Source: an optimization exercise on an open RTL-to-GDS flow (aim: small area). Production flows keep margins and buffers that such runs may drop. Function was checked by simulation only, so behaviour that the tests miss may differ from the original.

Setup of Q:
// mode7_stepper
module mode7_stepper #(
  parameter int HACT = 640,
  parameter int VACT = 480,
  parameter int VTOT = 525
) (
  input  logic        clk,
  input  logic        reset,
  input  logic        p_tick,
  input  logic        video_on,
  input  logic [9:0]  pixel_x,
  input  logic [9:0]  pixel_y,
  input  logic [15:0] originx,
  input  logic [15:0] originy,
  input  logic [15:0] offsetx,
  input  logic [15:0] offsety,
  input  logic [23:0] scalex,
  input  logic [23:0] scaley,
  input  logic [8:0]  angle,
  input  logic [15:0] tex_mask,
  output logic [8:0]  rom_addr,
  input  logic [15:0] rom_cos,
  input  logic [15:0] rom_sin,
  output logic [15:0] tex_u,
  output logic [15:0] tex_v,
  output logic        tex_valid
);
clock: 14.0 ns
lec_check: 0
cap_margin: 20
core_margin: 2
core_utilization: 75
place_density: 0.85
slew_margin: 20
buffer_ports_args: -buffer_cell sky130_fd_sc_hd__buf_1
cts_args: -sink_clustering_enable -repair_clock_nets -sink_clustering_size 16 -sink_clustering_max_diameter 60 -buf_list sky130_fd_sc_hd__clkbuf_8 -dont_use_dummy_load
standard.sh (not shown) runs the stock make flow with config.mk's settings and CLKGATE_MAP_FILE= SYNTH_SCRIPT=/design/flow/synth_recipe.tcl, a recipe that flattens the netlist after the stock synthesis.
==> flow/flow/run.sh <==
#!/bin/bash
set -e
cd "$(dirname "$0")/.."
cat >> "$FLOW_CONFIG" <<'EOC'
export BUFFER_PORTS_ARGS = -buffer_cell sky130_fd_sc_hd__buf_1
export CTS_ARGS = -sink_clustering_enable -repair_clock_nets -sink_clustering_size 16 -sink_clustering_max_diameter 60 -buf_list sky130_fd_sc_hd__clkbuf_8 -dont_use_dummy_load
EOC
bash standard.sh > standard.log 2>&1
The final layout from Q, which completed every stage, passed the timing, DRC and antenna checks at the end of the flow.
--- input diff Q..R ---
diff --git a/flow/design.v b/flow/design.v
--- a/flow/design.v
+++ b/flow/design.v
@@ -54,75 +54,70 @@
       ox   <= originx;
       oy   <= originy;
       offx <= offsetx;
       offy <= offsety;
     end
   end
   mode_t      mode;
   logic [5:0] k;
   logic [1:0] ph;
   logic       fin, armed;
-  logic       yz, ystall;
-  logic       ydig, yv;
+  logic [8:0] yl;
+  logic       yz;
   assign present = p_tick && video_on && armed;
   logic seq_start, seq_next;
   assign seq_start = ld || arm;
   assign seq_next  = !fin && (ph == 2'd3 || (ph == 2'd2 && k >= 6'd9));
-  assign ystall    = (mode == LINE) && !fin && (ph == 2'd3) && !yv;
   always_ff @(posedge clk or negedge reset) begin
     if (!reset) begin
       mode  <= IDLE;
       armed <= 1'b0;
     end else begin
       if (line_end) armed <= arm;
       if (seq_start)
         mode <= ld ? FD : LINE;
       else if (mode != IDLE && fin && ph == 2'd0)
         mode <= (mode == FD) ? FS : IDLE;
     end
   end
   always_ff @(posedge clk) begin
     if (seq_start || (fin && ph == 2'd0)) begin
       k   <= 6'd37;
       ph  <= '0;
       fin <= 1'b0;
-    end else if (ystall) begin
     end else if (seq_next) begin
       ph  <= (k == '0) ? 2'd1 : 2'd0;
       fin <= (k == '0);
       k   <= k - 6'd1;
     end else begin
       ph  <= ph + 2'd1;
     end
   end
   always_ff @(posedge clk) begin
-    if (line_end) yz <= (pixel_y == Y_LAST);
-    if (seq_start || (seq_next && !ystall)) begin
-      yv <= 1'b0;
-    end else if (p_tick) begin
-      yv   <= 1'b1;
-      ydig <= |(pixel_y[8:0] & oh[8:0]);
+    if (line_end) begin
+      yl <= pixel_y[8:0];
+      yz <= (pixel_y == Y_LAST);
     end
   end
   logic [15:0] oh, ohko;
   logic        lo16;
   logic        cosb, sinb, oxb, oyb, ylb, offxb, offyb;
   assign oh    = 16'd1 << k[3:0];
   assign ohko  = {oh[5:0], oh[15:6]};
   assign lo16  = (k[5:4] == 2'd0);
   always_ff @(posedge clk) begin
     cosb <= (k >= 6'd15) ? rom_cos[15] : |(rom_cos & oh);
     sinb <= (k >= 6'd15) ? rom_sin[15] : |(rom_sin & oh);
   end
   assign oxb   = lo16 && |(ox & oh);
   assign oyb   = lo16 && |(oy & oh);
-  assign ylb   = (k < 6'd9) && ydig && yv && !yz;
+  assign ylb   = (k < 6'd9) && |(yl & oh[8:0]) && !yz;
   assign offxb = (k >= 6'd22) && |(offx & ohko);
   assign offyb = (k >= 6'd22) && |(offy & ohko);
   logic line, run, hd;
   logic selA, selD, selSu, selSv, inju, injv, cinu, cinv;
   assign line = (mode == LINE);
   assign run  = (mode != IDLE);
   assign hd   = line && !dflt;
   always_comb begin
     selA  = 1'b0;
     cinu  = 1'b0;
Results
R finished every stage and its layout cleared the timing, DRC and antenna checks.
The worst hold margin in R sits 0.0071 ns above the value recorded for Q.
Across both runs, total placed instance area was higher for R than for Q.
As far as number of buffers created by CTS goes, R and Q are indistinguishable; the numbers are identical.
Q and R ended up with roughly the same synthesized area.
R vs Q — met2 wirelength from detailed routing dropped about 4%.
Summary of the comparison: overall routed net length is lower in R, relative to Q.
Comparing Q and R, the lower number of diodes was measured on R.
R does better than Q on fmax.
Number of input and output port buffers inserted came out exactly the same in Q and R.

mode7_stepper, a different RTL version from the one above (not shown whole).
Size in the first run: roughly 1300 cells after synthesis, ~240 I/O pins, about 16000 sq um of cells after synthesis.
clock: 14.0 ns
lec_check: 0
cap_margin: 20
core_margin: 2
core_utilization: 75
place_density: 0.85
slew_margin: 20
buffer_ports_args: -buffer_cell sky130_fd_sc_hd__buf_1
cts_args: -sink_clustering_enable -repair_clock_nets -sink_clustering_size 16 -sink_clustering_max_diameter 60 -buf_list sky130_fd_sc_hd__clkbuf_8 -dont_use_dummy_load
Scripts as last shown in full above: flow/flow/run.sh
Rerun with:
--- a/flow/design.v
+++ b/flow/design.v
@@ -29,17 +29,15 @@
   localparam logic [9:0] Y_LAST = 10'(VTOT - 1);
   localparam int W  = 38;    
   localparam int WL = 19;    
   localparam int WH = W - WL;
   typedef enum logic [1:0] {IDLE, FD, FS, LINE} mode_t;
   logic        ld, line_end, arm, present;
-  logic [9:0]  ny;
   assign ld       = p_tick && (pixel_x == '0) && (pixel_y == Y_ACT);
   assign line_end = p_tick && (pixel_x == X_END);
-  assign ny       = (pixel_y == Y_LAST) ? 10'd0 : pixel_y + 10'd1;
-  assign arm      = line_end && (ny < Y_ACT);
+  assign arm      = line_end && ((pixel_y < Y_ACT - 10'd1) || (pixel_y == Y_LAST));
   logic [8:0]  ra;
   logic        dflt;
   logic [15:0] mask, ox, oy, offx, offy;
   assign rom_addr = ra;
   always_ff @(posedge clk or negedge reset) begin
     if (!reset) begin
@@ -60,23 +58,24 @@
     end
   end
   mode_t      mode;
   logic [5:0] k;
   logic [1:0] ph;
   logic       fin, armed;
-  logic [8:0] yl;    
+  logic [8:0] yl;
+  logic       yz;
   assign present = p_tick && video_on && armed;
   always_ff @(posedge clk or negedge reset) begin
     if (!reset) begin
       mode  <= IDLE;
       k     <= '0;
       ph    <= '0;
       fin   <= 1'b0;
       armed <= 1'b0;
     end else begin
-      if (line_end) armed <= (ny < Y_ACT);
+      if (line_end) armed <= arm;
       if (ld || arm) begin
         mode <= ld ? FD : LINE;
         k    <= 6'd37;
         ph   <= '0;
         fin  <= 1'b0;
       end else if (mode != IDLE) begin
@@ -94,23 +93,26 @@
           mode <= (mode == FD) ? FS : IDLE;
         end
       end
     end
   end
   always_ff @(posedge clk) begin
-    if (line_end) yl <= ny[8:0];
+    if (line_end) begin
+      yl <= pixel_y[8:0];
+      yz <= (pixel_y == Y_LAST);
+    end
   end
   logic [3:0] kc, ko;
   logic       cosb, sinb, oxb, oyb, ylb, offxb, offyb;
   assign kc    = (k >= 6'd15) ? 4'd15 : k[3:0];
   assign ko    = 4'(k - 6'd22);
   assign cosb  = rom_cos[kc];
   assign sinb  = rom_sin[kc];
   assign oxb   = (k < 6'd16) && ox[k[3:0]];
   assign oyb   = (k < 6'd16) && oy[k[3:0]];
-  assign ylb   = (k < 6'd9) && yl[k[3:0]];
+  assign ylb   = (k < 6'd9) && yl[k[3:0]] && !yz;
   assign offxb = (k >= 6'd22) && offx[ko];
   assign offyb = (k >= 6'd22) && offy[ko];
   logic line, run, hd;
   logic selA, selD, selSu, selSv, inju, injv, cinu, cinv;
   assign line = (mode == LINE);
   assign run  = (mode != IDLE);
@@ -143,18 +145,22 @@
       case (ph)
         2'd1: selD = hd;
         2'd2: begin
           selSu = hd || (mode == FS);
           selSv = hd;
         end
+        2'd3: begin
+          selSu = hd && !yz;
+          selSv = hd && !yz;
+        end
         default: ;
       endcase
     end
   end
   assign inju = dflt && present;
-  assign injv = dflt && line && !fin && (ph == 2'd3) && ylb;
+  assign injv = dflt && line && (ph == 2'd3) && (fin ? !yz : ylb);
   logic [WL-1:0] Aln, Bln, Al, Bl;
   logic [WH-1:0] Ahn, Bhn, Ah, Bh;
   assign Al = ~Aln;
   assign Bl = ~Bln;
   assign Ah = ~Ahn;
   assign Bh = ~Bhn;
Critical path depth does not change.
Worst setup slack is worse by 0.26 ns.
Maximum frequency falls by 2.1%.
First-iteration DRC count falls by 10%.
Die area falls by 1.6%.
Area after synthesis falls by about 1.7%.
Global-route usage rises by 0.86 points.

-- static timing again, ports no longer ideal --
The results above use ideal ports. As a check the final layouts listed here were re-extracted and re-timed, cells and wires unchanged. Step 1 sets driving cells, clkbuf_16 on the clock port and buf_2 on the other inputs (assumed; they add their load-dependent delay and slew). Step 2 also shifts input and output timing later by t, the mid clock arrival at the registers, as if the neighbouring blocks saw the same clock. Slacks: no drivers / after step 1 / after step 2; pairs: no drivers / after step 1.
run	shift t [ns]	setup WS [ns]	worst setup path at the end	worst register clock-pin slew, ns
Q	0.622	2.081 / 2.106 / 1.484	input to register	0.11 / 0.11
R	0.615	2.321 / 2.346 / 1.731	input to register	0.10 / 0.10
the first run of note 2	0.615	2.038 / 2.059 / 1.444	input to register	0.10 / 0.10
the second run of note 2	0.617	1.779 / 1.785 / 1.168	input to register	0.10 / 0.10
After both steps every run listed still meets setup and hold. The setup slack of the second run of note 2, which loses most, moves by +0.006 ns with the drivers and by -0.611 ns with both steps.
